This is an optimization exercise on Yosys and OpenROAD, whose aim is small area, a short achievable clock period and few clock cycles per item, not a production implementation.
In this exercise RTL edits were held to simulation tests only and were not proved equivalent to the original.
Power is estimated from default activity; no workload was simulated.

## flow/config.mk

```make
export PLATFORM = sky130hd
export DESIGN_NAME = npu_top
export DESIGN_NICKNAME = npu_top
export VERILOG_FILES = /design/flow/design.v
export SDC_FILE = /design/flow/constraint.sdc
export NUM_CORES = 4
export LEC_CHECK = 0
export CAP_MARGIN = 20
export CORE_MARGIN = 2
export CORE_UTILIZATION = 40
export SLEW_MARGIN = 20
```

## flow/constraint.sdc

```tcl
create_clock -name core_clock -period 10.0 [get_ports {aclk}]
set_input_delay 2.0000 -clock core_clock [delete_from_list [all_inputs] [get_ports {aclk}]]
set_output_delay 2.0000 -clock core_clock [all_outputs]
set_load 0.01 [all_outputs]
```

## flow/design.v

```verilog
package npu_pkg;
    typedef struct packed {
        logic [32-16-8-1:0] sat_hi;
        logic [16-1:0]                          q8_8;
        logic [8-1:0]                       frac_lo;
    } acc_fields_t;
    typedef union packed {
        logic [32-1:0] raw;
        acc_fields_t           f;
    } acc_word_t;
    typedef enum logic [1:0] {
        act_identity = 2'd0,
        act_relu     = 2'd1,
        act_step     = 2'd2,
        act_spare    = 2'd3
    } act_type_t;
    typedef enum logic [1:0] {
        seq_idle  = 2'd0,
        seq_mac   = 2'd1,
        seq_drain = 2'd2
    } seq_state_t;
endpackage
`timescale 1ns/10ps
module npu_mac_unit (
    input  logic        aclk,
    input  logic        clr,
    input  logic [15:0] w,
    input  logic [7:0]  one,
    input  logic [7:0]  two,
    input  logic [7:0]  nz,
    input  logic [7:0]  neg,
    output logic [31:0] acc_s,
    output logic [31:0] acc_c
);
    logic [31:0] sa, ca, sd, cd;
    logic [17:0] pp0, pp1, pp2, pp3, pp4, pp5, pp6, pp7;
    logic [16:0] wx;
    assign sa = clr ? 32'd0 : acc_s;
    assign ca = clr ? 32'd0 : acc_c;
    assign wx = {w[15], w};
    always_comb begin
        for (int b = 0; b < 16; b++) begin
            pp0[b] = ((one[0] & wx[b]) | (two[0] & (b == 0 ? 1'b0 : wx[b == 0 ? 0 : b - 1]))) ^ neg[0];
        end
        pp0[16] = (nz[0] & w[15]) ^ neg[0];
        pp0[17] = ~pp0[16];
    end
    always_comb begin
        for (int b = 0; b < 16; b++) begin
            pp1[b] = ((one[1] & wx[b]) | (two[1] & (b == 0 ? 1'b0 : wx[b == 0 ? 0 : b - 1]))) ^ neg[1];
        end
        pp1[16] = (nz[1] & w[15]) ^ neg[1];
        pp1[17] = ~pp1[16];
    end
    always_comb begin
        for (int b = 0; b < 16; b++) begin
            pp2[b] = ((one[2] & wx[b]) | (two[2] & (b == 0 ? 1'b0 : wx[b == 0 ? 0 : b - 1]))) ^ neg[2];
        end
        pp2[16] = (nz[2] & w[15]) ^ neg[2];
        pp2[17] = ~pp2[16];
    end
    always_comb begin
        for (int b = 0; b < 16; b++) begin
            pp3[b] = ((one[3] & wx[b]) | (two[3] & (b == 0 ? 1'b0 : wx[b == 0 ? 0 : b - 1]))) ^ neg[3];
        end
        pp3[16] = (nz[3] & w[15]) ^ neg[3];
        pp3[17] = ~pp3[16];
    end
    always_comb begin
        for (int b = 0; b < 16; b++) begin
            pp4[b] = ((one[4] & wx[b]) | (two[4] & (b == 0 ? 1'b0 : wx[b == 0 ? 0 : b - 1]))) ^ neg[4];
        end
        pp4[16] = (nz[4] & w[15]) ^ neg[4];
        pp4[17] = ~pp4[16];
    end
    always_comb begin
        for (int b = 0; b < 16; b++) begin
            pp5[b] = ((one[5] & wx[b]) | (two[5] & (b == 0 ? 1'b0 : wx[b == 0 ? 0 : b - 1]))) ^ neg[5];
        end
        pp5[16] = (nz[5] & w[15]) ^ neg[5];
        pp5[17] = ~pp5[16];
    end
    always_comb begin
        for (int b = 0; b < 16; b++) begin
            pp6[b] = ((one[6] & wx[b]) | (two[6] & (b == 0 ? 1'b0 : wx[b == 0 ? 0 : b - 1]))) ^ neg[6];
        end
        pp6[16] = (nz[6] & w[15]) ^ neg[6];
        pp6[17] = ~pp6[16];
    end
    always_comb begin
        for (int b = 0; b < 16; b++) begin
            pp7[b] = ((one[7] & wx[b]) | (two[7] & (b == 0 ? 1'b0 : wx[b == 0 ? 0 : b - 1]))) ^ neg[7];
        end
        pp7[16] = (nz[7] & w[15]) ^ neg[7];
        pp7[17] = ~pp7[16];
    end
    wire s1 = pp0[12] ^ pp1[10];
    wire k2 = pp0[12] & pp1[10];
    wire s3 = pp0[13] ^ pp1[11];
    wire k4 = pp0[13] & pp1[11];
    wire s5 = pp0[14] ^ pp1[12] ^ pp2[10];
    wire k6 = (pp0[14] & pp1[12]) | (pp2[10] & (pp0[14] ^ pp1[12]));
    wire s7 = pp3[8] ^ pp4[6];
    wire k8 = pp3[8] & pp4[6];
    wire s9 = pp0[15] ^ pp1[13] ^ pp2[11];
    wire k10 = (pp0[15] & pp1[13]) | (pp2[11] & (pp0[15] ^ pp1[13]));
    wire s11 = pp3[9] ^ pp4[7];
    wire k12 = pp3[9] & pp4[7];
    wire s13 = pp0[16] ^ pp1[14] ^ pp2[12];
    wire k14 = (pp0[16] & pp1[14]) | (pp2[12] & (pp0[16] ^ pp1[14]));
    wire s15 = pp3[10] ^ pp4[8];
    wire k16 = pp3[10] & pp4[8];
    wire s17 = pp0[17] ^ pp1[15] ^ pp2[13];
    wire k18 = (pp0[17] & pp1[15]) | (pp2[13] & (pp0[17] ^ pp1[15]));
    wire s19 = pp3[11] ^ pp4[9] ^ pp5[7];
    wire k20 = (pp3[11] & pp4[9]) | (pp5[7] & (pp3[11] ^ pp4[9]));
    wire s21 = pp1[16] ^ pp2[14] ^ pp3[12];
    wire k22 = (pp1[16] & pp2[14]) | (pp3[12] & (pp1[16] ^ pp2[14]));
    wire s23 = pp4[10] ^ pp5[8];
    wire k24 = pp4[10] & pp5[8];
    wire s25 = pp1[17] ^ pp2[15] ^ pp3[13];
    wire k26 = (pp1[17] & pp2[15]) | (pp3[13] & (pp1[17] ^ pp2[15]));
    wire s27 = pp2[16] ^ pp3[14];
    wire k28 = pp2[16] & pp3[14];
    wire s29 = pp0[6] ^ pp1[4];
    wire k30 = pp0[6] & pp1[4];
    wire s31 = pp0[7] ^ pp1[5];
    wire k32 = pp0[7] & pp1[5];
    wire s33 = pp0[8] ^ pp1[6] ^ pp2[4];
    wire k34 = (pp0[8] & pp1[6]) | (pp2[4] & (pp0[8] ^ pp1[6]));
    wire s35 = pp3[2] ^ pp4[0];
    wire k36 = pp3[2] & pp4[0];
    wire s37 = pp0[9] ^ pp1[7] ^ pp2[5];
    wire k38 = (pp0[9] & pp1[7]) | (pp2[5] & (pp0[9] ^ pp1[7]));
    wire s39 = pp3[3] ^ pp4[1];
    wire k40 = pp3[3] & pp4[1];
    wire s41 = pp0[10] ^ pp1[8] ^ pp2[6];
    wire k42 = (pp0[10] & pp1[8]) | (pp2[6] & (pp0[10] ^ pp1[8]));
    wire s43 = pp3[4] ^ pp4[2] ^ pp5[0];
    wire k44 = (pp3[4] & pp4[2]) | (pp5[0] & (pp3[4] ^ pp4[2]));
    wire s45 = neg[5] ^ sa[10];
    wire k46 = neg[5] & sa[10];
    wire s47 = pp0[11] ^ pp1[9] ^ pp2[7];
    wire k48 = (pp0[11] & pp1[9]) | (pp2[7] & (pp0[11] ^ pp1[9]));
    wire s49 = pp3[5] ^ pp4[3] ^ pp5[1];
    wire k50 = (pp3[5] & pp4[3]) | (pp5[1] & (pp3[5] ^ pp4[3]));
    wire s51 = sa[11] ^ ca[11];
    wire k52 = sa[11] & ca[11];
    wire s53 = s1 ^ pp2[8] ^ pp3[6];
    wire k54 = (s1 & pp2[8]) | (pp3[6] & (s1 ^ pp2[8]));
    wire s55 = pp4[4] ^ pp5[2] ^ pp6[0];
    wire k56 = (pp4[4] & pp5[2]) | (pp6[0] & (pp4[4] ^ pp5[2]));
    wire s57 = neg[6] ^ sa[12] ^ ca[12];
    wire k58 = (neg[6] & sa[12]) | (ca[12] & (neg[6] ^ sa[12]));
    wire s59 = k2 ^ s3 ^ pp2[9];
    wire k60 = (k2 & s3) | (pp2[9] & (k2 ^ s3));
    wire s61 = pp3[7] ^ pp4[5] ^ pp5[3];
    wire k62 = (pp3[7] & pp4[5]) | (pp5[3] & (pp3[7] ^ pp4[5]));
    wire s63 = pp6[1] ^ sa[13] ^ ca[13];
    wire k64 = (pp6[1] & sa[13]) | (ca[13] & (pp6[1] ^ sa[13]));
    wire s65 = k4 ^ s5 ^ s7;
    wire k66 = (k4 & s5) | (s7 & (k4 ^ s5));
    wire s67 = pp5[4] ^ pp6[2] ^ pp7[0];
    wire k68 = (pp5[4] & pp6[2]) | (pp7[0] & (pp5[4] ^ pp6[2]));
    wire s69 = neg[7] ^ sa[14] ^ ca[14];
    wire k70 = (neg[7] & sa[14]) | (ca[14] & (neg[7] ^ sa[14]));
    wire s71 = k6 ^ k8 ^ s9;
    wire k72 = (k6 & k8) | (s9 & (k6 ^ k8));
    wire s73 = s11 ^ pp5[5] ^ pp6[3];
    wire k74 = (s11 & pp5[5]) | (pp6[3] & (s11 ^ pp5[5]));
    wire s75 = pp7[1] ^ sa[15] ^ ca[15];
    wire k76 = (pp7[1] & sa[15]) | (ca[15] & (pp7[1] ^ sa[15]));
    wire s77 = k10 ^ k12 ^ s13;
    wire k78 = (k10 & k12) | (s13 & (k10 ^ k12));
    wire s79 = s15 ^ pp5[6] ^ pp6[4];
    wire k80 = (s15 & pp5[6]) | (pp6[4] & (s15 ^ pp5[6]));
    wire s81 = pp7[2] ^ sa[16] ^ ca[16];
    wire k82 = (pp7[2] & sa[16]) | (ca[16] & (pp7[2] ^ sa[16]));
    wire s83 = k14 ^ k16 ^ s17;
    wire k84 = (k14 & k16) | (s17 & (k14 ^ k16));
    wire s85 = s19 ^ pp6[5] ^ pp7[3];
    wire k86 = (s19 & pp6[5]) | (pp7[3] & (s19 ^ pp6[5]));
    wire s87 = 1'b1 ^ sa[17] ^ ca[17];
    wire k88 = (1'b1 & sa[17]) | (ca[17] & (1'b1 ^ sa[17]));
    wire s89 = k18 ^ k20 ^ s21;
    wire k90 = (k18 & k20) | (s21 & (k18 ^ k20));
    wire s91 = s23 ^ pp6[6] ^ pp7[4];
    wire k92 = (s23 & pp6[6]) | (pp7[4] & (s23 ^ pp6[6]));
    wire s93 = 1'b1 ^ sa[18] ^ ca[18];
    wire k94 = (1'b1 & sa[18]) | (ca[18] & (1'b1 ^ sa[18]));
    wire s95 = k22 ^ k24 ^ s25;
    wire k96 = (k22 & k24) | (s25 & (k22 ^ k24));
    wire s97 = pp4[11] ^ pp5[9] ^ pp6[7];
    wire k98 = (pp4[11] & pp5[9]) | (pp6[7] & (pp4[11] ^ pp5[9]));
    wire s99 = pp7[5] ^ sa[19] ^ ca[19];
    wire k100 = (pp7[5] & sa[19]) | (ca[19] & (pp7[5] ^ sa[19]));
    wire s101 = k26 ^ s27 ^ pp4[12];
    wire k102 = (k26 & s27) | (pp4[12] & (k26 ^ s27));
    wire s103 = pp5[10] ^ pp6[8] ^ pp7[6];
    wire k104 = (pp5[10] & pp6[8]) | (pp7[6] & (pp5[10] ^ pp6[8]));
    wire s105 = 1'b1 ^ sa[20] ^ ca[20];
    wire k106 = (1'b1 & sa[20]) | (ca[20] & (1'b1 ^ sa[20]));
    wire s107 = k28 ^ pp2[17] ^ pp3[15];
    wire k108 = (k28 & pp2[17]) | (pp3[15] & (k28 ^ pp2[17]));
    wire s109 = pp4[13] ^ pp5[11] ^ pp6[9];
    wire k110 = (pp4[13] & pp5[11]) | (pp6[9] & (pp4[13] ^ pp5[11]));
    wire s111 = pp7[7] ^ sa[21] ^ ca[21];
    wire k112 = (pp7[7] & sa[21]) | (ca[21] & (pp7[7] ^ sa[21]));
    wire s113 = pp3[16] ^ pp4[14] ^ pp5[12];
    wire k114 = (pp3[16] & pp4[14]) | (pp5[12] & (pp3[16] ^ pp4[14]));
    wire s115 = pp6[10] ^ pp7[8] ^ 1'b1;
    wire k116 = (pp6[10] & pp7[8]) | (1'b1 & (pp6[10] ^ pp7[8]));
    wire s117 = sa[22] ^ ca[22];
    wire k118 = sa[22] & ca[22];
    wire s119 = pp3[17] ^ pp4[15] ^ pp5[13];
    wire k120 = (pp3[17] & pp4[15]) | (pp5[13] & (pp3[17] ^ pp4[15]));
    wire s121 = pp6[11] ^ pp7[9] ^ sa[23];
    wire k122 = (pp6[11] & pp7[9]) | (sa[23] & (pp6[11] ^ pp7[9]));
    wire s123 = pp4[16] ^ pp5[14] ^ pp6[12];
    wire k124 = (pp4[16] & pp5[14]) | (pp6[12] & (pp4[16] ^ pp5[14]));
    wire s125 = pp7[10] ^ 1'b1;
    wire k126 = pp7[10] & 1'b1;
    wire s127 = pp4[17] ^ pp5[15] ^ pp6[13];
    wire k128 = (pp4[17] & pp5[15]) | (pp6[13] & (pp4[17] ^ pp5[15]));
    wire s129 = pp5[16] ^ pp6[14];
    wire k130 = pp5[16] & pp6[14];
    wire s131 = pp0[2] ^ pp1[0];
    wire k132 = pp0[2] & pp1[0];
    wire s133 = pp0[3] ^ pp1[1];
    wire k134 = pp0[3] & pp1[1];
    wire s135 = pp0[4] ^ pp1[2] ^ pp2[0];
    wire k136 = (pp0[4] & pp1[2]) | (pp2[0] & (pp0[4] ^ pp1[2]));
    wire s137 = neg[2] ^ sa[4];
    wire k138 = neg[2] & sa[4];
    wire s139 = pp0[5] ^ pp1[3] ^ pp2[1];
    wire k140 = (pp0[5] & pp1[3]) | (pp2[1] & (pp0[5] ^ pp1[3]));
    wire s141 = sa[5] ^ ca[5];
    wire k142 = sa[5] & ca[5];
    wire s143 = s29 ^ pp2[2] ^ pp3[0];
    wire k144 = (s29 & pp2[2]) | (pp3[0] & (s29 ^ pp2[2]));
    wire s145 = neg[3] ^ sa[6] ^ ca[6];
    wire k146 = (neg[3] & sa[6]) | (ca[6] & (neg[3] ^ sa[6]));
    wire s147 = k30 ^ s31 ^ pp2[3];
    wire k148 = (k30 & s31) | (pp2[3] & (k30 ^ s31));
    wire s149 = pp3[1] ^ sa[7] ^ ca[7];
    wire k150 = (pp3[1] & sa[7]) | (ca[7] & (pp3[1] ^ sa[7]));
    wire s151 = k32 ^ s33 ^ s35;
    wire k152 = (k32 & s33) | (s35 & (k32 ^ s33));
    wire s153 = neg[4] ^ sa[8] ^ ca[8];
    wire k154 = (neg[4] & sa[8]) | (ca[8] & (neg[4] ^ sa[8]));
    wire s155 = k34 ^ k36 ^ s37;
    wire k156 = (k34 & k36) | (s37 & (k34 ^ k36));
    wire s157 = s39 ^ sa[9] ^ ca[9];
    wire k158 = (s39 & sa[9]) | (ca[9] & (s39 ^ sa[9]));
    wire s159 = k38 ^ k40 ^ s41;
    wire k160 = (k38 & k40) | (s41 & (k38 ^ k40));
    wire s161 = s43 ^ s45 ^ ca[10];
    wire k162 = (s43 & s45) | (ca[10] & (s43 ^ s45));
    wire s163 = k42 ^ k44 ^ k46;
    wire k164 = (k42 & k44) | (k46 & (k42 ^ k44));
    wire s165 = s47 ^ s49 ^ s51;
    wire k166 = (s47 & s49) | (s51 & (s47 ^ s49));
    wire s167 = k48 ^ k50 ^ k52;
    wire k168 = (k48 & k50) | (k52 & (k48 ^ k50));
    wire s169 = s53 ^ s55 ^ s57;
    wire k170 = (s53 & s55) | (s57 & (s53 ^ s55));
    wire s171 = k54 ^ k56 ^ k58;
    wire k172 = (k54 & k56) | (k58 & (k54 ^ k56));
    wire s173 = s59 ^ s61 ^ s63;
    wire k174 = (s59 & s61) | (s63 & (s59 ^ s61));
    wire s175 = k60 ^ k62 ^ k64;
    wire k176 = (k60 & k62) | (k64 & (k60 ^ k62));
    wire s177 = s65 ^ s67 ^ s69;
    wire k178 = (s65 & s67) | (s69 & (s65 ^ s67));
    wire s179 = k66 ^ k68 ^ k70;
    wire k180 = (k66 & k68) | (k70 & (k66 ^ k68));
    wire s181 = s71 ^ s73 ^ s75;
    wire k182 = (s71 & s73) | (s75 & (s71 ^ s73));
    wire s183 = k72 ^ k74 ^ k76;
    wire k184 = (k72 & k74) | (k76 & (k72 ^ k74));
    wire s185 = s77 ^ s79 ^ s81;
    wire k186 = (s77 & s79) | (s81 & (s77 ^ s79));
    wire s187 = k78 ^ k80 ^ k82;
    wire k188 = (k78 & k80) | (k82 & (k78 ^ k80));
    wire s189 = s83 ^ s85 ^ s87;
    wire k190 = (s83 & s85) | (s87 & (s83 ^ s85));
    wire s191 = k84 ^ k86 ^ k88;
    wire k192 = (k84 & k86) | (k88 & (k84 ^ k86));
    wire s193 = s89 ^ s91 ^ s93;
    wire k194 = (s89 & s91) | (s93 & (s89 ^ s91));
    wire s195 = k90 ^ k92 ^ k94;
    wire k196 = (k90 & k92) | (k94 & (k90 ^ k92));
    wire s197 = s95 ^ s97 ^ s99;
    wire k198 = (s95 & s97) | (s99 & (s95 ^ s97));
    wire s199 = k96 ^ k98 ^ k100;
    wire k200 = (k96 & k98) | (k100 & (k96 ^ k98));
    wire s201 = s101 ^ s103 ^ s105;
    wire k202 = (s101 & s103) | (s105 & (s101 ^ s103));
    wire s203 = k102 ^ k104 ^ k106;
    wire k204 = (k102 & k104) | (k106 & (k102 ^ k104));
    wire s205 = s107 ^ s109 ^ s111;
    wire k206 = (s107 & s109) | (s111 & (s107 ^ s109));
    wire s207 = k108 ^ k110 ^ k112;
    wire k208 = (k108 & k110) | (k112 & (k108 ^ k110));
    wire s209 = s113 ^ s115 ^ s117;
    wire k210 = (s113 & s115) | (s117 & (s113 ^ s115));
    wire s211 = k114 ^ k116 ^ k118;
    wire k212 = (k114 & k116) | (k118 & (k114 ^ k116));
    wire s213 = s119 ^ s121 ^ ca[23];
    wire k214 = (s119 & s121) | (ca[23] & (s119 ^ s121));
    wire s215 = k120 ^ k122 ^ s123;
    wire k216 = (k120 & k122) | (s123 & (k120 ^ k122));
    wire s217 = s125 ^ sa[24] ^ ca[24];
    wire k218 = (s125 & sa[24]) | (ca[24] & (s125 ^ sa[24]));
    wire s219 = k124 ^ k126 ^ s127;
    wire k220 = (k124 & k126) | (s127 & (k124 ^ k126));
    wire s221 = pp7[11] ^ sa[25] ^ ca[25];
    wire k222 = (pp7[11] & sa[25]) | (ca[25] & (pp7[11] ^ sa[25]));
    wire s223 = k128 ^ s129 ^ pp7[12];
    wire k224 = (k128 & s129) | (pp7[12] & (k128 ^ s129));
    wire s225 = 1'b1 ^ sa[26] ^ ca[26];
    wire k226 = (1'b1 & sa[26]) | (ca[26] & (1'b1 ^ sa[26]));
    wire s227 = k130 ^ pp5[17] ^ pp6[15];
    wire k228 = (k130 & pp5[17]) | (pp6[15] & (k130 ^ pp5[17]));
    wire s229 = pp7[13] ^ sa[27] ^ ca[27];
    wire k230 = (pp7[13] & sa[27]) | (ca[27] & (pp7[13] ^ sa[27]));
    wire s231 = pp6[16] ^ pp7[14] ^ 1'b1;
    wire k232 = (pp6[16] & pp7[14]) | (1'b1 & (pp6[16] ^ pp7[14]));
    wire s233 = sa[28] ^ ca[28];
    wire k234 = sa[28] & ca[28];
    wire s235 = pp6[17] ^ pp7[15] ^ sa[29];
    wire k236 = (pp6[17] & pp7[15]) | (sa[29] & (pp6[17] ^ pp7[15]));
    wire s237 = pp7[16] ^ 1'b1;
    wire k238 = pp7[16] & 1'b1;
    wire s239 = pp0[0] ^ neg[0];
    wire k240 = pp0[0] & neg[0];
    wire s241 = pp0[1] ^ sa[1];
    wire k242 = pp0[1] & sa[1];
    wire s243 = s131 ^ neg[1] ^ sa[2];
    wire k244 = (s131 & neg[1]) | (sa[2] & (s131 ^ neg[1]));
    wire s245 = k132 ^ s133 ^ sa[3];
    wire k246 = (k132 & s133) | (sa[3] & (k132 ^ s133));
    wire s247 = k134 ^ s135 ^ s137;
    wire k248 = (k134 & s135) | (s137 & (k134 ^ s135));
    wire s249 = k136 ^ k138 ^ s139;
    wire k250 = (k136 & k138) | (s139 & (k136 ^ k138));
    wire s251 = k140 ^ k142 ^ s143;
    wire k252 = (k140 & k142) | (s143 & (k140 ^ k142));
    wire s253 = k144 ^ k146 ^ s147;
    wire k254 = (k144 & k146) | (s147 & (k144 ^ k146));
    wire s255 = k148 ^ k150 ^ s151;
    wire k256 = (k148 & k150) | (s151 & (k148 ^ k150));
    wire s257 = k152 ^ k154 ^ s155;
    wire k258 = (k152 & k154) | (s155 & (k152 ^ k154));
    wire s259 = k156 ^ k158 ^ s159;
    wire k260 = (k156 & k158) | (s159 & (k156 ^ k158));
    wire s261 = k160 ^ k162 ^ s163;
    wire k262 = (k160 & k162) | (s163 & (k160 ^ k162));
    wire s263 = k164 ^ k166 ^ s167;
    wire k264 = (k164 & k166) | (s167 & (k164 ^ k166));
    wire s265 = k168 ^ k170 ^ s171;
    wire k266 = (k168 & k170) | (s171 & (k168 ^ k170));
    wire s267 = k172 ^ k174 ^ s175;
    wire k268 = (k172 & k174) | (s175 & (k172 ^ k174));
    wire s269 = k176 ^ k178 ^ s179;
    wire k270 = (k176 & k178) | (s179 & (k176 ^ k178));
    wire s271 = k180 ^ k182 ^ s183;
    wire k272 = (k180 & k182) | (s183 & (k180 ^ k182));
    wire s273 = k184 ^ k186 ^ s187;
    wire k274 = (k184 & k186) | (s187 & (k184 ^ k186));
    wire s275 = k188 ^ k190 ^ s191;
    wire k276 = (k188 & k190) | (s191 & (k188 ^ k190));
    wire s277 = k192 ^ k194 ^ s195;
    wire k278 = (k192 & k194) | (s195 & (k192 ^ k194));
    wire s279 = k196 ^ k198 ^ s199;
    wire k280 = (k196 & k198) | (s199 & (k196 ^ k198));
    wire s281 = k200 ^ k202 ^ s203;
    wire k282 = (k200 & k202) | (s203 & (k200 ^ k202));
    wire s283 = k204 ^ k206 ^ s207;
    wire k284 = (k204 & k206) | (s207 & (k204 ^ k206));
    wire s285 = k208 ^ k210 ^ s211;
    wire k286 = (k208 & k210) | (s211 & (k208 ^ k210));
    wire s287 = k212 ^ k214 ^ s215;
    wire k288 = (k212 & k214) | (s215 & (k212 ^ k214));
    wire s289 = k216 ^ k218 ^ s219;
    wire k290 = (k216 & k218) | (s219 & (k216 ^ k218));
    wire s291 = k220 ^ k222 ^ s223;
    wire k292 = (k220 & k222) | (s223 & (k220 ^ k222));
    wire s293 = k224 ^ k226 ^ s227;
    wire k294 = (k224 & k226) | (s227 & (k224 ^ k226));
    wire s295 = k228 ^ k230 ^ s231;
    wire k296 = (k228 & k230) | (s231 & (k228 ^ k230));
    wire s297 = k232 ^ k234 ^ s235;
    wire k298 = (k232 & k234) | (s235 & (k232 ^ k234));
    wire s299 = k236 ^ s237 ^ sa[30];
    wire k300 = (k236 & s237) | (sa[30] & (k236 ^ s237));
    wire s301 = k238 ^ pp7[17] ^ sa[31];
    wire k302 = (k238 & pp7[17]) | (sa[31] & (k238 ^ pp7[17]));
    wire s303 = s239 ^ sa[0];
    wire k304 = s239 & sa[0];
    wire s305 = k240 ^ s241 ^ ca[1];
    wire k306 = (k240 & s241) | (ca[1] & (k240 ^ s241));
    wire s307 = k242 ^ s243 ^ ca[2];
    wire k308 = (k242 & s243) | (ca[2] & (k242 ^ s243));
    wire s309 = k244 ^ s245 ^ ca[3];
    wire k310 = (k244 & s245) | (ca[3] & (k244 ^ s245));
    wire s311 = k246 ^ s247 ^ ca[4];
    wire k312 = (k246 & s247) | (ca[4] & (k246 ^ s247));
    wire s313 = k248 ^ s249 ^ s141;
    wire k314 = (k248 & s249) | (s141 & (k248 ^ s249));
    wire s315 = k250 ^ s251 ^ s145;
    wire k316 = (k250 & s251) | (s145 & (k250 ^ s251));
    wire s317 = k252 ^ s253 ^ s149;
    wire k318 = (k252 & s253) | (s149 & (k252 ^ s253));
    wire s319 = k254 ^ s255 ^ s153;
    wire k320 = (k254 & s255) | (s153 & (k254 ^ s255));
    wire s321 = k256 ^ s257 ^ s157;
    wire k322 = (k256 & s257) | (s157 & (k256 ^ s257));
    wire s323 = k258 ^ s259 ^ s161;
    wire k324 = (k258 & s259) | (s161 & (k258 ^ s259));
    wire s325 = k260 ^ s261 ^ s165;
    wire k326 = (k260 & s261) | (s165 & (k260 ^ s261));
    wire s327 = k262 ^ s263 ^ s169;
    wire k328 = (k262 & s263) | (s169 & (k262 ^ s263));
    wire s329 = k264 ^ s265 ^ s173;
    wire k330 = (k264 & s265) | (s173 & (k264 ^ s265));
    wire s331 = k266 ^ s267 ^ s177;
    wire k332 = (k266 & s267) | (s177 & (k266 ^ s267));
    wire s333 = k268 ^ s269 ^ s181;
    wire k334 = (k268 & s269) | (s181 & (k268 ^ s269));
    wire s335 = k270 ^ s271 ^ s185;
    wire k336 = (k270 & s271) | (s185 & (k270 ^ s271));
    wire s337 = k272 ^ s273 ^ s189;
    wire k338 = (k272 & s273) | (s189 & (k272 ^ s273));
    wire s339 = k274 ^ s275 ^ s193;
    wire k340 = (k274 & s275) | (s193 & (k274 ^ s275));
    wire s341 = k276 ^ s277 ^ s197;
    wire k342 = (k276 & s277) | (s197 & (k276 ^ s277));
    wire s343 = k278 ^ s279 ^ s201;
    wire k344 = (k278 & s279) | (s201 & (k278 ^ s279));
    wire s345 = k280 ^ s281 ^ s205;
    wire k346 = (k280 & s281) | (s205 & (k280 ^ s281));
    wire s347 = k282 ^ s283 ^ s209;
    wire k348 = (k282 & s283) | (s209 & (k282 ^ s283));
    wire s349 = k284 ^ s285 ^ s213;
    wire k350 = (k284 & s285) | (s213 & (k284 ^ s285));
    wire s351 = k286 ^ s287 ^ s217;
    wire k352 = (k286 & s287) | (s217 & (k286 ^ s287));
    wire s353 = k288 ^ s289 ^ s221;
    wire k354 = (k288 & s289) | (s221 & (k288 ^ s289));
    wire s355 = k290 ^ s291 ^ s225;
    wire k356 = (k290 & s291) | (s225 & (k290 ^ s291));
    wire s357 = k292 ^ s293 ^ s229;
    wire k358 = (k292 & s293) | (s229 & (k292 ^ s293));
    wire s359 = k294 ^ s295 ^ s233;
    wire k360 = (k294 & s295) | (s233 & (k294 ^ s295));
    wire s361 = k296 ^ s297 ^ ca[29];
    wire k362 = (k296 & s297) | (ca[29] & (k296 ^ s297));
    wire s363 = k298 ^ s299 ^ ca[30];
    wire k364 = (k298 & s299) | (ca[30] & (k298 ^ s299));
    wire s365 = k300 ^ s301 ^ ca[31];
    wire k366 = (k300 & s301) | (ca[31] & (k300 ^ s301));
    assign sd = {k364, k362, k360, k358, k356, k354, k352, k350, k348, k346, k344, k342, k340, k338, k336, k334, k332, k330, k328, k326, k324, k322, k320, k318, k316, k314, k312, k310, k308, k306, k304, s303};
    assign cd = {s365, s363, s361, s359, s357, s355, s353, s351, s349, s347, s345, s343, s341, s339, s337, s335, s333, s331, s329, s327, s325, s323, s321, s319, s317, s315, s313, s311, s309, s307, s305, ca[0]};
    always_ff @(posedge aclk) begin
        acc_s <= sd;
        acc_c <= cd;
    end
endmodule
`timescale 1ns/10ps
module npu_activation (
    input  npu_pkg::act_type_t     act_sel,
    input  logic [32-1:0]  acc_s,
    input  logic [32-1:0]  acc_c,
    output logic [16-1:0] result
);
    localparam logic [16-1:0] sat_max = {1'b0, {(16-1){1'b1}}};
    localparam logic [16-1:0] sat_min = {1'b1, {(16-1){1'b0}}};
    localparam logic [16-1:0] q_one = 16'h0100;
    npu_pkg::acc_word_t sum;
    logic               overflow;
    logic [16-1:0] reduced;
    assign sum.raw = acc_s + acc_c;
    assign overflow = sum.f.sat_hi != {$bits(sum.f.sat_hi){sum.f.q8_8[16-1]}};
    assign reduced  = !overflow ? sum.f.q8_8 :
                      sum.raw[32-1] ? sat_min : sat_max;
    always_comb begin
        case (act_sel)
            npu_pkg::act_relu: result = sum.raw[32-1] ? '0 : reduced;
            npu_pkg::act_step: result = (!sum.raw[32-1] && sum.raw != '0) ? q_one : '0;
            default:           result = reduced;
        endcase
    end
endmodule
`timescale 1ns/10ps
module npu_top (
    input  logic                       aclk,
    input  logic                       rst_n,
    input  logic                       reg_wr,
    input  logic                       reg_rd,
    input  logic [8-1:0] reg_addr,
    input  logic [16-1:0]     reg_wdata,
    output logic [16-1:0]     reg_rdata,
    output logic                       reg_rvalid,
    output logic                       interrupt
);
    localparam int dim = 8;
    localparam int dw  = 16;
    logic ctrl_wr, in_wr, wt_wr, start;
    logic [2:0] col_addr;
    assign ctrl_wr  = reg_wr && (reg_addr == 8'h00);
    assign in_wr    = reg_wr && (reg_addr[7:3] == 5'b00010);
    assign wt_wr    = reg_wr && (reg_addr[7:6] == 2'b01);
    assign col_addr = reg_addr[2:0];
    logic [dw-1:0] x_mem [dim];
    logic [dw-1:0] w_mem [dim][dim];
    always_ff @(posedge aclk) begin
        for (int j = 0; j < dim; j++) begin
            if (in_wr && col_addr == 3'(j)) x_mem[j] <= reg_wdata;
        end
        for (int i = 0; i < dim; i++) begin
            for (int j = 0; j < dim; j++) begin
                if (wt_wr && reg_addr[5:3] == 3'(i) && col_addr == 3'(j)) w_mem[i][j] <= reg_wdata;
            end
        end
    end
    logic       busy, done;
    logic [7:0] issued;      
    logic       col_valid;   
    logic       fire;        
    logic       acc_clr;     
    logic       all_issued, conflict, issue;
    logic       busy_n, col_valid_n;
    logic [7:0] issued_n;
    logic [2:0] next_col, sel_col;
    npu_pkg::act_type_t act_sel;
    assign all_issued = &issued;
    assign start      = ctrl_wr && reg_wdata[0] && !busy;
    assign conflict   = (in_wr || wt_wr) && issued[col_addr];
    assign issue      = busy ? !all_issued : in_wr;
    always_comb begin
        next_col = '0;
        for (int j = dim - 1; j >= 0; j--) begin
            if (!issued[j]) next_col = 3'(j);
        end
    end
    assign sel_col = busy ? next_col : col_addr;
    always_comb begin
        busy_n      = busy;
        col_valid_n = issue;
        issued_n    = (conflict ? 8'd0 : issued) | (issue ? (8'd1 << sel_col) : 8'd0);
        if (start) busy_n = 1'b1;
        if (fire) begin
            busy_n   = 1'b0;
            issued_n = '0;
        end
        if (!rst_n) begin
            busy_n      = 1'b0;
            col_valid_n = 1'b0;
            issued_n    = '0;
        end
    end
    always_ff @(posedge aclk) begin
        busy      <= busy_n;
        col_valid <= col_valid_n;
        issued    <= issued_n;
        fire      <= busy_n && (&issued_n) && !col_valid_n;
        acc_clr   <= !rst_n || conflict || (busy_n && (&issued_n) && !col_valid_n);
        if (!rst_n) begin
            done    <= 1'b0;
            act_sel <= npu_pkg::act_identity;
        end else if (start) begin
            done    <= 1'b0;
            act_sel <= npu_pkg::act_type_t'(reg_wdata[2:1]);
        end else if (fire) begin
            done    <= 1'b1;
        end
    end
    assign interrupt = done;
    logic [dw-1:0] col_w [dim];
    logic [dw-1:0] x_val;
    logic [dw:0]   x_ext;
    logic [7:0]    b_one, b_two, b_nz, b_neg;
    logic [7:0]    n_one, n_two, n_nz, n_neg;
    logic [7:0]    d_one, d_two, d_nz, d_neg, d_top;
    logic          d_en;
    assign x_val = busy ? x_mem[next_col] : reg_wdata;
    assign x_ext = {x_val, 1'b0};
    assign d_en = rst_n && issue;
    always_comb begin
        for (int k = 0; k < 8; k++) begin
            d_one[k] = d_en && (x_ext[2*k+1] ^ x_ext[2*k]);
            d_two[k] = d_en && ((x_ext[2*k+2] && !x_ext[2*k+1] && !x_ext[2*k]) ||
                                (!x_ext[2*k+2] && x_ext[2*k+1] && x_ext[2*k]));
            d_nz[k]  = d_en && (x_ext[2*k+2] != x_ext[2*k+1] || x_ext[2*k+1] != x_ext[2*k]);
            d_neg[k] = d_en && x_ext[2*k+2] && !(x_ext[2*k+1] && x_ext[2*k]);
            d_top[k] = d_en && x_ext[2*k+2];
        end
    end
    always_ff @(posedge aclk) begin
        for (int i = 0; i < dim; i++) col_w[i] <= w_mem[i][sel_col];
        b_one <= d_one;
        b_two <= d_two;
        b_nz  <= d_nz;
        b_neg <= d_neg;
        n_one <= ~d_one;
        n_two <= ~d_two;
        n_nz  <= ~d_nz;
        n_neg <= ~d_top;
    end
    logic [32-1:0] acc_s [dim];
    logic [32-1:0] acc_c [dim];
    logic [dw-1:0]         row_y [dim];
    logic [dw-1:0]         y_mem [dim];
    for (genvar i = 0; i < dim; i++) begin : g_row
        npu_mac_unit i_mac (
            .aclk  (aclk),
            .clr   (acc_clr),
            .w     (col_w[i]),
            .one   (i < dim / 2 ? b_one : ~n_one),
            .two   (i < dim / 2 ? b_two : ~n_two),
            .nz    (i < dim / 2 ? b_nz  : ~n_nz),
            .neg   (i < dim / 2 ? b_neg : ~n_neg),
            .acc_s (acc_s[i]),
            .acc_c (acc_c[i])
        );
        npu_activation i_act (
            .act_sel (act_sel),
            .acc_s   (acc_s[i]),
            .acc_c   (acc_c[i]),
            .result  (row_y[i])
        );
    end
    always_ff @(posedge aclk) begin
        if (fire) begin
            for (int i = 0; i < dim; i++) y_mem[i] <= row_y[i];
        end
    end
    always_ff @(posedge aclk) begin
        reg_rvalid <= rst_n && reg_rd;
        if (reg_addr[7:3] == 5'b00100) begin
            reg_rdata <= y_mem[col_addr];
        end else if (reg_addr == 8'h01) begin
            reg_rdata <= {{(dw-2){1'b0}}, done, busy};
        end else begin
            reg_rdata <= '0;
        end
    end
endmodule
```

## flow/flow/run.sh

```bash
#!/bin/bash
set -uo pipefail
SETUP_MARGIN=6
R=$PWD/orfs/results/sky130hd/npu_top/base

bash standard.sh SETUP_SLACK_MARGIN=$SETUP_MARGIN $R/1_2_yosys.v > synth.log 2>&1 || { tail -20 synth.log; exit 1; }
cp $R/1_2_yosys.v $R/1_2_yosys.standard.v
python3 flow/fa_polarity.py $R/1_2_yosys.standard.v $R/1_2_yosys.fapol.v > fa_polarity.log 2>&1 || { cat fa_polarity.log; exit 1; }
cp $R/1_2_yosys.fapol.v $R/1_2_yosys.v
bash standard.sh SETUP_SLACK_MARGIN=$SETUP_MARGIN finish > layout.log 2>&1 || { tail -20 layout.log; exit 1; }
tail -3 layout.log
```

## flow/flow/fa_polarity.py

```python
#!/usr/bin/env python3
"""Re-balance inverters around full adders in a flat sky130 netlist.

A full adder is self-dual: inverting its three inputs inverts both of its
outputs. Synthesis leaves single inverters between many chained full
adders; this script chooses, for each full adder, whether it computes the
true or the inverted values so that as few inverters as possible remain.
Only inverters and the pin connections of full adders change; every other
cell, every flip-flop and every port keep their names and connections.

usage: fa_polarity.py in.v out.v
"""
import random
import re
import sys

src = open(sys.argv[1]).read()
lines = src.split("\n")

# ---- parse cell instances -------------------------------------------------
cell_re = re.compile(r"^\s*(sky130_fd_sc_hd__\w+)\s+(\S+)\s*\($")
pin_re = re.compile(r"^\s*\.(\w+)\((.*)\),?$")
cells = []          # dicts: type, name, pins (ordered list [pin, net]), start, end
i = 0
while i < len(lines):
    m = cell_re.match(lines[i])
    if m:
        c = {"type": m.group(1), "name": m.group(2), "pins": [], "start": i}
        j = i + 1
        while not lines[j].strip().startswith(");"):
            pm = pin_re.match(lines[j])
            assert pm, lines[j]
            c["pins"].append([pm.group(1), pm.group(2).strip()])
            j += 1
        c["end"] = j
        cells.append(c)
        i = j + 1
    else:
        i += 1

ports = set()
for l in lines:
    m = re.match(r"^\s*(input|output)\s+(\[\d+:\d+\]\s+)?(\S+);", l)
    if m:
        ports.add(m.group(3))


def base(net):
    return net.split("[")[0].strip() if not net.startswith("\\") else net


OUT_PINS = {"X", "Y", "Q", "Q_N", "SUM", "COUT", "HI", "LO"}
is_inv = lambda c: re.match(r"sky130_fd_sc_hd__(clk)?inv_\d+$", c["type"]) is not None
is_fa = lambda c: re.match(r"sky130_fd_sc_hd__fa_\d+$", c["type"]) is not None

driver = {}
for ci, c in enumerate(cells):
    for p, n in c["pins"]:
        if p in OUT_PINS:
            driver[n] = (ci, p)

# inverters we may remove: not driving a port net
inv_in = {}
removable = set()
for ci, c in enumerate(cells):
    if is_inv(c):
        pins = dict(c["pins"])
        if base(pins["Y"]) in ports or pins["Y"] in ports:
            continue
        inv_in[pins["Y"]] = pins["A"]
        removable.add(ci)


def root(net):
    p = 0
    seen = 0
    while net in inv_in:
        net = inv_in[net]
        p ^= 1
        seen += 1
        assert seen < 100
    return net, p


# consumer pins: inputs of every cell that is not a removable inverter
consumers = []      # (cell index, pin index, root, parity)
for ci, c in enumerate(cells):
    if ci in removable:
        continue
    for pi, (p, n) in enumerate(c["pins"]):
        if p in OUT_PINS:
            continue
        r, par = root(n)
        consumers.append((ci, pi, r, par))

fa_cells = [ci for ci, c in enumerate(cells) if is_fa(c)]
flip = {ci: 0 for ci in fa_cells}
fixed = set()
for ci in fa_cells:
    for p, n in cells[ci]["pins"]:
        if p in OUT_PINS and (n in ports or base(n) in ports):
            fixed.add(ci)


def root_flip(r):
    d = driver.get(r)
    if d is not None and d[0] in flip:
        return flip[d[0]]
    return 0


# per root: list of consumer indices
by_root = {}
for k, (ci, pi, r, par) in enumerate(consumers):
    by_root.setdefault(r, []).append(k)
fa_in = {ci: [] for ci in fa_cells}
for k, (ci, pi, r, par) in enumerate(consumers):
    if ci in flip:
        fa_in[ci].append(k)
fa_out_roots = {ci: [n for p, n in cells[ci]["pins"] if p in OUT_PINS] for ci in fa_cells}


def need(k):
    ci, pi, r, par = consumers[k]
    return par ^ flip.get(ci, 0) ^ root_flip(r)


cnt = {r: sum(need(k) for k in ks) for r, ks in by_root.items()}
cost = sum(1 for v in cnt.values() if v > 0)
start_cost = cost


def delta(ci):
    """cost change if full adder ci is flipped"""
    change = {}
    for k in fa_in[ci]:
        r = consumers[k][2]
        change[r] = change.get(r, 0) + (-1 if need(k) else 1)
    d = 0
    outs = fa_out_roots[ci]
    for r in outs:
        if r not in by_root:
            continue
        n_all = len(by_root[r])
        cur = cnt[r]
        # every consumer of r toggles, including pins of ci itself
        new = n_all - cur
        d += (1 if new > 0 else 0) - (1 if cur > 0 else 0)
    for r, ch in change.items():
        if r in outs:
            continue
        cur = cnt[r]
        d += (1 if cur + ch > 0 else 0) - (1 if cur > 0 else 0)
    return d


def apply(ci):
    global cost
    flip[ci] ^= 1
    touched = set(consumers[k][2] for k in fa_in[ci]) | set(r for r in fa_out_roots[ci] if r in by_root)
    for r in touched:
        cnt[r] = sum(need(k) for k in by_root[r])
    cost = sum(1 for v in cnt.values() if v > 0)


random.seed(1)
order = [ci for ci in fa_cells if ci not in fixed]
# simulated annealing, then greedy descent
import math
best = dict(flip)
best_cost = cost
T = 2.0
steps = 60 * len(order)
for step in range(steps):
    T = 2.0 * (1 - step / steps) + 0.02
    ci = random.choice(order)
    d = delta(ci)
    if d <= 0 or random.random() < math.exp(-d / T):
        apply(ci)
        if cost < best_cost:
            best_cost = cost
            best = dict(flip)
flip.update(best)
cnt = {r: sum(need(k) for k in ks) for r, ks in by_root.items()}
cost = sum(1 for v in cnt.values() if v > 0)
improved = True
rounds = 0
while improved and rounds < 50:
    improved = False
    rounds += 1
    random.shuffle(order)
    for ci in order:
        if delta(ci) < 0:
            before = cost
            apply(ci)
            assert cost < before, (cost, before)
            improved = True

# ---- rebuild ----------------------------------------------------------------
def fmt(n):
    # escaped identifiers end at white space
    return n + " " if n.startswith("\\") else n


new_inv = {}        # root -> inverted net name
extra_wires = []
extra_cells = []
n_new = [0]


def inv_of(r):
    if r not in new_inv:
        n_new[0] += 1
        nm = f"_fapol_n{n_new[0]}_"
        new_inv[r] = nm
        extra_wires.append(f"  wire {nm};")
        extra_cells.append(f"  sky130_fd_sc_hd__inv_1 _fapol_i{n_new[0]}_ (\n    .A({fmt(r)}),\n    .Y({nm})\n  );")
    return new_inv[r]


for k, (ci, pi, r, par) in enumerate(consumers):
    cells[ci]["pins"][pi][1] = inv_of(r) if need(k) else r

drop = set()
for ci in removable:
    drop.update(range(cells[ci]["start"], cells[ci]["end"] + 1))

out = []
cell_at = {c["start"]: c for ci, c in enumerate(cells) if ci not in removable}
i = 0
declared = False
while i < len(lines):
    if i in drop:
        i += 1
        continue
    if i in cell_at:
        c = cell_at[i]
        out.append(lines[i])
        body = [f"    .{p}({fmt(n)})" for p, n in c["pins"]]
        out.append(",\n".join(body))
        out.append("  );")
        i = c["end"] + 1
        continue
    if not declared and cell_re.match(lines[i]):
        pass
    if lines[i].strip() == "endmodule":
        out.extend(extra_cells)
    out.append(lines[i])
    # wires go right after the port list declarations
    if not declared and lines[i].strip().startswith("wire ") and i + 1 < len(lines) and not lines[i + 1].strip().startswith("wire ") and not lines[i + 1].strip().startswith(("input", "output")):
        out.extend(extra_wires)
        declared = True
    i += 1
assert declared
open(sys.argv[2], "w").write("\n".join(out))
print(f"fa_polarity: {len(fa_cells)} full adders, {sum(flip.values())} flipped, "
      f"inverters {len(removable)} -> {len(new_inv)} (cost {start_cost} -> {cost}), rounds {rounds}")

if len(sys.argv) > 3:
    from collections import Counter
    cat = Counter()
    for r, nm in new_inv.items():
        d = driver.get(r)
        dt = cells[d[0]]["type"].replace("sky130_fd_sc_hd__", "") if d else "port/none"
        if d and d[0] in flip:
            dt += "/flip" if flip[d[0]] else ""
        cons = Counter()
        for k in by_root[r]:
            if need(k):
                ct = cells[consumers[k][0]]["type"].replace("sky130_fd_sc_hd__", "")
                cons[ct] += 1
        cat[(dt, tuple(sorted(cons)))] += 1
    for k, v in cat.most_common(25):
        print(v, k)
```

## flow/standard.sh

```bash
#!/bin/bash
# synth_recipe.tcl (not shown) runs the flow's synth.tcl, then flattens the netlist and writes it again
# the make line also repeats each setting of config.mk as NAME=value (left out here)
make -C /OpenROAD-flow-scripts/flow DESIGN_CONFIG=/design/flow/config.mk WORK_HOME=/design/flow/orfs CLKGATE_MAP_FILE= SYNTH_SCRIPT=/design/flow/synth_recipe.tcl "${@:-finish}"
```

==> results of run 1 <==
==> report_power, final <==
part | switching (W) | internal (W)
sequential | 0.000458 | 0.00972
combinational | 0.00693 | 0.00400
clock | 0.00353 | 0.00498
total | 0.0109 | 0.0187
==> critical path, stage by stage (launching register included) <==
cell       delay [ns]
dfxtp_2          0.35
ha_4             0.15
fa_2             0.22
nand3_2          0.11
a21oi_4          0.18
o211a_4          0.23
o41ai_4          0.07
buf_4            0.17
o31ai_4          0.49
a2111oi_4        0.15
a211o_1          0.35
or4b_4           0.51
buf_4            0.15
o41a_4           0.49
nand2b_1         0.24
o211ai_1         0.12
==> cell type report <==
class	instances	area share, %
multi-input combinational	7843	49.5
sequential	2007	35.7
clock buffer	314	4.25
tap	4346	3.65
timing repair buffer	494	3.46
inverter	962	2.55
clock inverter	104	0.817
antenna	11	0.0185
timing repair inverter	1	0.00336
==> per-layer routing <==
layer / wire length (um) / GRT usage [%] / share of wire (%)
met3: 48000 / 6.42 / 11
met1: 178000 / 34.9 / 40
met4: 22500 / 11.2 / 5.1
met5: 69 / 0 / 0.016
met2: 195000 / 39.7 / 44
==> registers in the layout, indices dropped and copies added (netlist names), 16 cells and up <==
register           count
x_mem                128
g_row.i_mac.acc_s    256
w_mem               1024
col_w                128
reg_rdata             16
y_mem                128
g_row.i_mac.acc_c    248
==> timing repair <==
action,in CTS,in global routing
pin swaps,39,72
buffers inserted,106,123
gates resized for setup,348,259
setup endpoints to repair,980,494
cloned,5,9
==> worst paths after layout <==
path                           start          end  slack [ns]
max reg2reg  g_row[1].i_mac.acc_c[1]  y_mem[1][8]        5.81
max          g_row[1].i_mac.acc_c[1]  y_mem[1][8]        5.81
min                     w_mem[21][0]  col_w[2][0]        0.45
min reg2reg             w_mem[21][0]  col_w[2][0]        0.45
==> stage by stage <==
step | power, W | worst slack (ns) | std cells | hold WS, ns | cell area, um^2
after floorplan | 0.0164 | 5.80 | 11700 | 0.431 | 132000
after global placement | 0.0194 | 3.76 | 15400 | 0.449 | 136000
after detailed placement | 0.0195 | 3.73 | 15400 | 0.447 | 136000
after CTS | 0.0288 | 5.85 | 15900 | 0.434 | 146000
after global routing | 0.0310 | 5.74 | 16100 | 0.475 | 149000
final | 0.0296 | 5.81 | 16100 | 0.448 | 149000
==> layout by cell type (no fill, tap or decap), types with 45 or more instances in the layout <==
cell type / count
xnor2_1: 692
a211oi_1: 50
nor3_1: 59
nand2b_1: 383
dfxtp_2: 54
mux2i_1: 50
o22ai_1: 494
mux4_2: 61
nor2_1: 309
buf_4: 325
nand2_1: 619
nand3_1: 194
fa_1: 1185
inv_1: 920
buf_12: 65
ha_1: 515
o21ai_0: 196
a31oi_1: 67
a21oi_1: 428
nor2b_1: 220
clkinvlp_4: 52
edfxtp_1: 1280
clkbuf_1: 57
nand4_1: 56
dfxtp_1: 638
o211ai_1: 53
a221oi_1: 45
xor2_1: 572
a21o_1: 137
a22oi_1: 683
clkbuf_16: 233
==> impl_metrics.json, run 1 <==
{
  "outcome": "timing/DRC/antenna clean",
  "path_class": "reg -> reg",
  "grt_pass1_vias": 97300,
  "antenna_found_initial": 22,
  "syn_area_per_cell_um2": 11.3,
  "min_path_cells": 2,
  "fin_nets": 13300,
  "die_w_um": 578,
  "cts_tree": "built",
  "critPathLaunchType": "register",
  "synthCells": 11700,
  "gp_congestion": 0.925,
  "dpl.hpwl_mm": 288,
  "slew_headroom_pct": 24.7,
  "synth_nets": 13400,
  "path_clk_slew_ns": 0.06,
  "die_h_um": 578,
  "routed_via_density": 5.94,
  "routed_wl_mm": 444,
  "fmax_mhz": 238,
  "track_usage_pct": 25.9,
  "hold_viol": 0,
  "period_minus_slack_ns": 4.19,
  "powerDensity_mw_per_mm2": 199,
  "seqCellArea_mm2": 0.0532,
  "p_leak_nw": 58.1,
  "drv_slew": 0,
  "hold_buffers": 0,
  "tightest_slew_ns": 1.13,
  "numCtsBuffers": 223,
  "grt_pass1_wl_mm": 648,
  "clk_latency_ns": 0.94,
  "port_buffers": 45,
  "clockRootBuffer": "clkbuf_16",
  "grt_start_max_net_pins": 126,
  "rsz0062_at_grt": "yes",
  "cp-end-kind": "register",
  "cp.arrival_ns": 4.90,
  "finClkSkew_ns": 0.102,
  "start_util_pct": 40.2,
  "required_ns": 10.71,
  "top_level_ports": 46,
  "drtAntennaViolNets": 0,
  "core_area_mm2": 0.327,
  "clock_path_buffers": 4,
  "route.detailed.drc": 0,
  "vias": 95600,
  "drt_iter0_markers": 11300,
  "syn_to_final_growth_pct": 13.0,
  "fin_util_pct": 45.4,
  "routedWlPerCell_um": 27.6,
  "ir_drop_mv": 0.218,
  "cts-htree-levels": 4,
  "cp_max_fo": 16,
  "maxCapViolations": 0,
  "dieArea_mm2": 0.334,
  "grt.overflow.total": 0,
  "dr.pass1.iters": 6,
  "clock-sinks": 2007,
  "nFillCells": 29900,
  "min_period_over_period_pct": 41.9,
  "ys_warn_count": 14,
  "setup_viol": 0,
  "fp-row-count": 210,
  "multi_input_area_mm2": 0.0737,
  "syn_area_mm2": 0.132,
  "min_path_type": "reg -> reg",
  "drive_above_1_share_pct": 11.4,
  "ff2ff_path_depth": 15,
  "tns_ns": 0
}
Testbench counts, summed over its fixed seeds: cycles 7,296, runs 256.
==> run 2: changes to the inputs <==
--- a/flow/config.mk
+++ b/flow/config.mk
@@ -7,5 +7,5 @@
 export LEC_CHECK = 0
 export CAP_MARGIN = 20
 export CORE_MARGIN = 2
-export CORE_UTILIZATION = 40
+export CORE_UTILIZATION = 60
 export SLEW_MARGIN = 20
==> run 2 against run 1 <==
  * Utilization up 22 points
  * Routed wire length is 2.8% lower
  * Clock power shrank 4.0%
  * Via count decreased by 0.12%
  * Hold slack got worse by 0.012 ns
  * Combinational power fell by 5%
  * Sequential share of layout area up 0.60 points
==> impl_metrics.json, run 2 <==
{
  "cp.arrival_ns": 4.57,
  "routed_wl_mm": 431,
  "hold_buffers": 0,
  "syn_area_per_cell_um2": 11.3,
  "fp-row-count": 171,
  "worstHoldStart": "w_mem[38][11]",
  "layout_setup_ws_ns": 5.88,
  "route.detailed.drc": 0,
  "synthCells": 11700,
  "min_path_type": "reg -> reg",
  "gp_congestion": 0.964,
  "fin_nets": 13300,
  "finalPower_w": 0.0288,
  "numCtsBuffers": 210,
  "r2r_start": "g_row[1].i_mac.acc_c[1]",
  "ys_warn_count": 14,
  "grt_pass1_wl_mm": 631,
  "min_period_over_period_pct": 41.2,
  "drtAntennaViolNets": 0,
  "cts_tree": "built",
  "grt.overflow.total": 0,
  "clk_latency_ns": 0.92,
  "crit_path_start": "reg_addr[0]",
  "layout_common_cells": "edfxtp_1 (1,280), fa_1 (1,187), inv_1 (919), xnor2_1 (695), a22oi_1 (684)",
  "final_common_cell": "edfxtp_1",
  "routedWlPerCell_um": 29.6,
  "antenna_found_initial": 18,
  "p_leak_nw": 57.9,
  "track_usage_pct": 38.2,
  "required_ns": 10.45,
  "die_w_um": 473,
  "powerDensity_mw_per_mm2": 197,
  "cts-htree-levels": 4,
  "hold_viol": 0,
  "drv_slew": 0,
  "largest_reg_flops": 1024,
  "period_minus_slack_ns": 4.12,
  "setup_viol": 0,
  "finClkSkew_ns": 0.104,
  "critPathLaunchType": "input port",
  "syn_to_final_growth_pct": 11.2,
  "grt_pass1_vias": 95900,
  "ir_drop_mv": 0.258,
  "clockRootBuffer": "clkbuf_16",
  "dieArea_mm2": 0.223,
  "tns_ns": 0,
  "fmax_mhz": 243,
  "min_path_cells": 2,
  "top_level_ports": 46,
  "drive_above_1_share_pct": 11.1,
  "grt_start_max_net_pins": 162,
  "dp_slack_ns": 3.62,
  "ff2ff_path_depth": 15,
  "path_class": "in -> reg",
  "cp-end-kind": "register",
  "port_buffers": 45,
  "reg_top3": "w_mem: 1024 flops, g_row.i_mac.acc_s: 256 flops, g_row.i_mac.acc_c: 248 flops",
  "die_h_um": 473,
  "outcome": "timing/DRC/antenna clean",
  "rsz0062_at_grt": "yes",
  "clock-sinks": 2007,
  "dr.pass1.iters": 8,
  "fin_hold_ws_ns": 0.437,
  "start_util_pct": 60.5,
  "synth_nets": 13400,
  "core_area_mm2": 0.218,
  "dpl.hpwl_mm": 283,
  "regMostFlops": "w_mem",
  "routed_via_density": 6.55,
  "drt_iter0_markers": 11200,
  "tightest_slew_ns": 1.19,
  "maxCapViolations": 0,
  "cp_max_fo": 56,
  "syn_area_mm2": 0.132,
  "slew_headroom_pct": 20.7,
  "clock_path_buffers": 3,
  "vias": 95500,
  "path_clk_slew_ns": 0.06
}
## run 2: changes by cell type in the layout (fill, tap and decap cells not counted), moves of 10 or more
cell       change
dfxtp_1       -15
a21oi_1       +10
clkinv_1      +11
buf_4         +14
a211oi_2      +10
nor2_4        +11
clkinv_16     +11
clkbuf_16     -15
dfxtp_2       +11
## run 2: what timing repair did
| item | CTS | global route |
|---|---|---|
| pin swaps | 25 | 52 |
| resized for setup | 336 | 251 |
| setup buffers | 110 | 145 |
| setup endpoints to repair | 1013 | 417 |
| gates cloned | 5 | 9 |
## run 2: layout make-up
type                    instances  area [um^2]
diodes                         12         30.0
clock buffers                 282         5790
clock inverters               115         1470
fillers                     16400        71200
inverters                     962         3800
multi-input cells            7846        73400
flip-flops and latches       2007        53200
well taps                    2854         3570
repair buffers                502         5140
## run 2: worst max-delay path, cell delays in order
cell,delay [ns]
buf_2,0.11
clkbuf_8,0.28
nand3b_1,0.98
nor2_2,1.14
## run 2: layer usage
metal	part of all wire, %	wire [um]	vias up	global-route usage (%)
met5	0.024	103	-	0
met4	5.0	21600	16	16.3
met3	11	49400	1097	9.73
met2	44	191000	5664	57.8
met1	39	169000	48200	52.4
li1	-	-	40400	-
## run 2: worst paths after layout
kind	end	slack, ns
hold / removal	col_w[4][11]	0.44
hold reg to reg	col_w[4][11]	0.44
setup reg to reg	y_mem[1][8]	6.04
setup / recovery	w_mem[34][15]	5.88
## run 2: through the flow
step / cells / utilization, % / instance area [um^2]
2_1_floorplan: 11700 / - / 132000
6_report: 14600 / 67.3 / 146000
3_3_place_gp: 13900 / 61.7 / 134000
4_1_cts: 14400 / 66.2 / 144000
5_1_grt: 14600 / 67.3 / 146000
3_5_place_dp: 13900 / 61.7 / 134000
## run 2: power breakdown
| part | total, W | internal (W) | switching (W) |
|---|---|---|---|
| logic | 0.0104 | 0.00395 | 0.00647 |
| clock network | 0.00817 | 0.00465 | 0.00352 |
| registers | 0.0103 | 0.00972 | 0.000543 |
| total | 0.0288 | 0.0183 | 0.0105 |
==> run 3: changes to the inputs <==
--- a/flow/design.v
+++ b/flow/design.v
@@ -477,17 +477,26 @@
     localparam logic [16-1:0] sat_max = {1'b0, {(16-1){1'b1}}};
     localparam logic [16-1:0] sat_min = {1'b1, {(16-1){1'b0}}};
     localparam logic [16-1:0] q_one = 16'h0100;
-    npu_pkg::acc_word_t sum;
-    logic               overflow;
-    logic [16-1:0] reduced;
-    assign sum.raw = acc_s + acc_c;
-    assign overflow = sum.f.sat_hi != {$bits(sum.f.sat_hi){sum.f.q8_8[16-1]}};
-    assign reduced  = !overflow ? sum.f.q8_8 :
-                      sum.raw[32-1] ? sat_min : sat_max;
+    logic [23:0] low;
+    logic [8:0]  top0, top1, top;
+    logic        c23, ovf0, ovf1, ovf, sign, nonzero;
+    logic [16-1:0] q8_8, reduced;
+    assign low  = {1'b0, acc_s[22:0]} + {1'b0, acc_c[22:0]};
+    assign c23  = low[23];
+    assign top0 = acc_s[31:23] + acc_c[31:23];
+    assign top1 = acc_s[31:23] + acc_c[31:23] + 9'd1;
+    assign ovf0 = !(&top0 || !(|top0));
+    assign ovf1 = !(&top1 || !(|top1));
+    assign ovf  = c23 ? ovf1 : ovf0;
+    assign top  = c23 ? top1 : top0;
+    assign sign = top[8];
+    assign q8_8 = {top[0], low[22:8]};
+    assign nonzero = (acc_s ^ acc_c) != {acc_s[30:0] | acc_c[30:0], 1'b0};
+    assign reduced = !ovf ? q8_8 : sign ? sat_min : sat_max;
     always_comb begin
         case (act_sel)
-            npu_pkg::act_relu: result = sum.raw[32-1] ? '0 : reduced;
-            npu_pkg::act_step: result = (!sum.raw[32-1] && sum.raw != '0) ? q_one : '0;
+            npu_pkg::act_relu: result = sign ? '0 : reduced;
+            npu_pkg::act_step: result = (!sign && nonzero) ? q_one : '0;
             default:           result = reduced;
         endcase
     end
--- a/flow/flow/run.sh
+++ b/flow/flow/run.sh
@@ -1,6 +1,6 @@
 #!/bin/bash
 set -uo pipefail
-SETUP_MARGIN=6
+SETUP_MARGIN=6.5
 R=$PWD/orfs/results/sky130hd/npu_top/base
 
 bash standard.sh SETUP_SLACK_MARGIN=$SETUP_MARGIN $R/1_2_yosys.v > synth.log 2>&1 || { tail -20 synth.log; exit 1; }
--- a/flow/config.mk
+++ b/flow/config.mk
@@ -7,5 +7,5 @@
 export LEC_CHECK = 0
 export CAP_MARGIN = 20
 export CORE_MARGIN = 2
-export CORE_UTILIZATION = 60
+export CORE_UTILIZATION = 40
 export SLEW_MARGIN = 20
==> run 3 against run 2 <==
  * Global-route usage down 11 points
  * Utilization down 19 points
  * Critical endpoint is now g_row[7].i_mac.acc_c[19]
  * Hold slack lost 0.011 ns
  * First-iteration DRC count increased by 4.9%
  * Design area increased by 12%
  * Via count increased by 2.3%
  * Critical path depth rose by 8
  * Still clean
  * Register-to-register slack improved by 0.16 ns
  * Routed wire length increased by 10%
  * Maximum frequency up 8.6%
  * Sequential power hardly changed
  * Non-clock buffer count rose by 489
==> impl_metrics.json, run 3 <==
{
  "required_ns": 10.79,
  "antenna_found_initial": 15,
  "period_minus_slack_ns": 3.80,
  "maxCapViolations": 0,
  "nFillCells": 29400,
  "dieArea_mm2": 0.342,
  "cp.arrival_ns": 4.59,
  "port_buffers": 45,
  "synthCells": 12000,
  "tightest_slew_ns": 1.04,
  "cts-htree-levels": 4,
  "cpPeakStageDelay_ns": 0.58,
  "clk_latency_ns": 0.92,
  "min_period_over_period_pct": 38.0,
  "drt_iter0_markers": 11800,
  "path_cells": "clkinvlp_4 -> buf_4 -> buf_8 -> o22ai_2 -> xnor2_1 -> ha_1 -> inv_1 -> fa_2 -> fa_2 -> fa_2 -> fa_2 -> inv_1",
  "tns_ns": 0,
  "fp-row-count": 213,
  "setup_viol": 0,
  "outcome": "timing/DRC/antenna clean",
  "top_level_ports": 46,
  "cp_common_cell": "fa_2",
  "dp_cells": 15900,
  "cp_max_fo": 4,
  "reg_top3": "w_mem: 1024 flops, g_row.i_mac.acc_s: 256 flops, g_row.i_mac.acc_c: 248 flops",
  "dpl.hpwl_mm": 276,
  "track_usage_pct": 26.9,
  "rsz0062_at_grt": "yes",
  "powerDensity_mw_per_mm2": 178,
  "routedWlPerCell_um": 27.8,
  "layout.cells.non_filler": 17100,
  "clock_path_buffers": 4,
  "fmax_mhz": 263,
  "fin_hold_ws_ns": 0.425,
  "path_class": "reg -> reg",
  "drtAntennaViolNets": 0,
  "fin_nets": 14400,
  "final_common_cell": "inv_1",
  "routed_wl_mm": 475,
  "routed_via_density": 5.71,
  "syn_area_per_cell_um2": 11.3,
  "start_util_pct": 40.1,
  "dr.pass1.iters": 9,
  "syn_area_mm2": 0.135,
  "die_w_um": 585,
  "crit_slowest_cell": "fa_2",
  "finClkSkew_ns": 0.0590,
  "grt_pass1_wl_mm": 674,
  "drv_slew": 0,
  "numCtsBuffers": 222,
  "drive_above_1_share_pct": 21.1,
  "clock-sinks": 2007,
  "cts_tree": "built",
  "ir_drop_mv": 0.237,
  "clockRootBuffer": "clkbuf_16",
  "cp-end-kind": "register",
  "die_h_um": 585,
  "critPathLaunchType": "register",
  "synth_nets": 14000,
  "seqCellArea_mm2": 0.0535,
  "grt.overflow.total": 0,
  "vias": 97700,
  "min_path_type": "reg -> reg",
  "grt_pass1_vias": 97200,
  "syn_to_final_growth_pct": 21.1,
  "grt_start_max_net_pins": 91,
  "multi_input_area_mm2": 0.0785,
  "path_clk_slew_ns": 0.06,
  "regMostFlops": "w_mem",
  "hold_viol": 0,
  "largest_reg_flops": 1024,
  "hold_buffers": 0,
  "layout_common_cells": "inv_1 (1,288), edfxtp_1 (1,280), fa_1 (912), ha_1 (747), xor2_1 (733)",
  "ys_warn_count": 14,
  "route.detailed.drc": 0,
  "slew_headroom_pct": 30.9,
  "core_area_mm2": 0.336,
  "p_leak_nw": 64.9,
  "finalPower_w": 0.0290,
  "gp_congestion": 0.918
}
==> run 3: changes by cell type in the layout (fill, tap and decap cells not counted), moves of 179 or more <==
cell,previous run,this run
nor2b_1,222,29
fa_1,1187,912
a22oi_1,684,505
ha_1,520,747
fa_2,5,280
inv_1,919,1288
buf_4,339,521
==> run 3: power by group <==
group / switching, W / total (W) / internal (W)
Sequential: 0.000594 / 0.0103 / 0.00970
Clock: 0.00355 / 0.00858 / 0.00502
Combinational: 0.00610 / 0.0102 / 0.00408
Total: 0.0102 / 0.0290 / 0.0188
==> run 3: final cells by class <==
| cell class | count | area share (%) |
|---|---|---|
| timing repair inverter | 1 | 0.00995 |
| multi-input combinational | 7753 | 48.0 |
| tap | 4515 | 3.46 |
| clock buffer | 299 | 3.79 |
| clock inverter | 116 | 0.820 |
| inverter | 1407 | 3.40 |
| antenna | 10 | 0.0153 |
| timing repair buffer | 991 | 7.77 |
| sequential | 2007 | 32.7 |
==> run 3: metrics by stage <==
stage / area (um^2) / worst slack (ns) / utilization, %
final: 163000 / 6.20 / 48.6
after global routing: 163000 / 6.15 / 48.6
after CTS: 159000 / 6.32 / 47.2
after detailed placement: 140000 / 4.32 / 41.7
after floorplan: 137000 / 6.15 / -
after global placement: 140000 / 4.36 / 41.7
==> run 3: per-layer routing <==
metal  vias up  global-route usage [%]  routed length, um
li1      41600                       -                  -
met1     49000                    36.0             186000
met2      5749                    40.1             202000
met3      1383                    7.92              58300
met4         8                    12.6              28200
met5         -                   0.476                238
==> run 3: worst paths after layout <==
kind	start	to	slack [ns]	cells past startpoint
hold / removal	w_mem[15][8]	col_w[1][8]	0.43	2
setup reg to reg	col_w[7][10]	g_row[7].i_mac.acc_c[19]	6.20	12
setup / recovery	col_w[7][10]	g_row[7].i_mac.acc_c[19]	6.20	12
hold reg to reg	w_mem[15][8]	col_w[1][8]	0.43	2
==> run 3: worst max-delay path: cells and delay by family (launching register included) <==
| family | cells | cell delay, ns |
|---|---|---|
| fa+ha+maj | 5 | 2.27 |
| flops | 1 | 0.44 |
| compound gates | 1 | 0.17 |
| xor+xnor | 1 | 0.14 |
| buf+inv | 5 | 0.64 |
==> run 3: what timing repair did <==
item / in CTS / in global routing
buffers inserted: 508 / 184
resized for setup: 1015 / 650
cloned: 71 / 15
pin swaps: 337 / 430
setup endpoints to repair: 1901 / 1396
Testbench counts of run 3, summed over its fixed seeds: cycles 7,296, runs 256.

[re-timing with driven ports]
In the flow no input, the clock included, has a driving cell. The finished layouts below were timed again as built, in two steps.
Step 1, drivers: a clkbuf_16 drives aclk and a buf_2 each remaining input, both assumed.
Step 2 adds t to the input delays and takes it off the output delays; t is the mean of the earliest and latest rising clock arrival at the registers after step 1. Input paths then give back, and output paths get back, about the clock's delay inside the block.
Three values: ideal, step 1, step 2; two values: the first two.
run	shift t [ns]	setup WS [ns]	worst setup path after step 2	latest minus earliest clock arrival (ns)	worst register clock-pin slew, ns
run 1	0.990	5.805 / 5.805 / 4.896	input to register	0.108 / 0.109	0.07 / 0.07
run 2	0.979	5.878 / 5.960 / 4.981	input to register	0.110 / 0.110	0.07 / 0.07
run 3	0.995	6.203 / 6.203 / 5.473	input to register	0.063 / 0.062	0.08 / 0.08
After both steps every run listed still meets setup and hold. The setup slack of run 1, which loses most, moves by 0.000 ns with the drivers and by -0.909 ns with both steps.
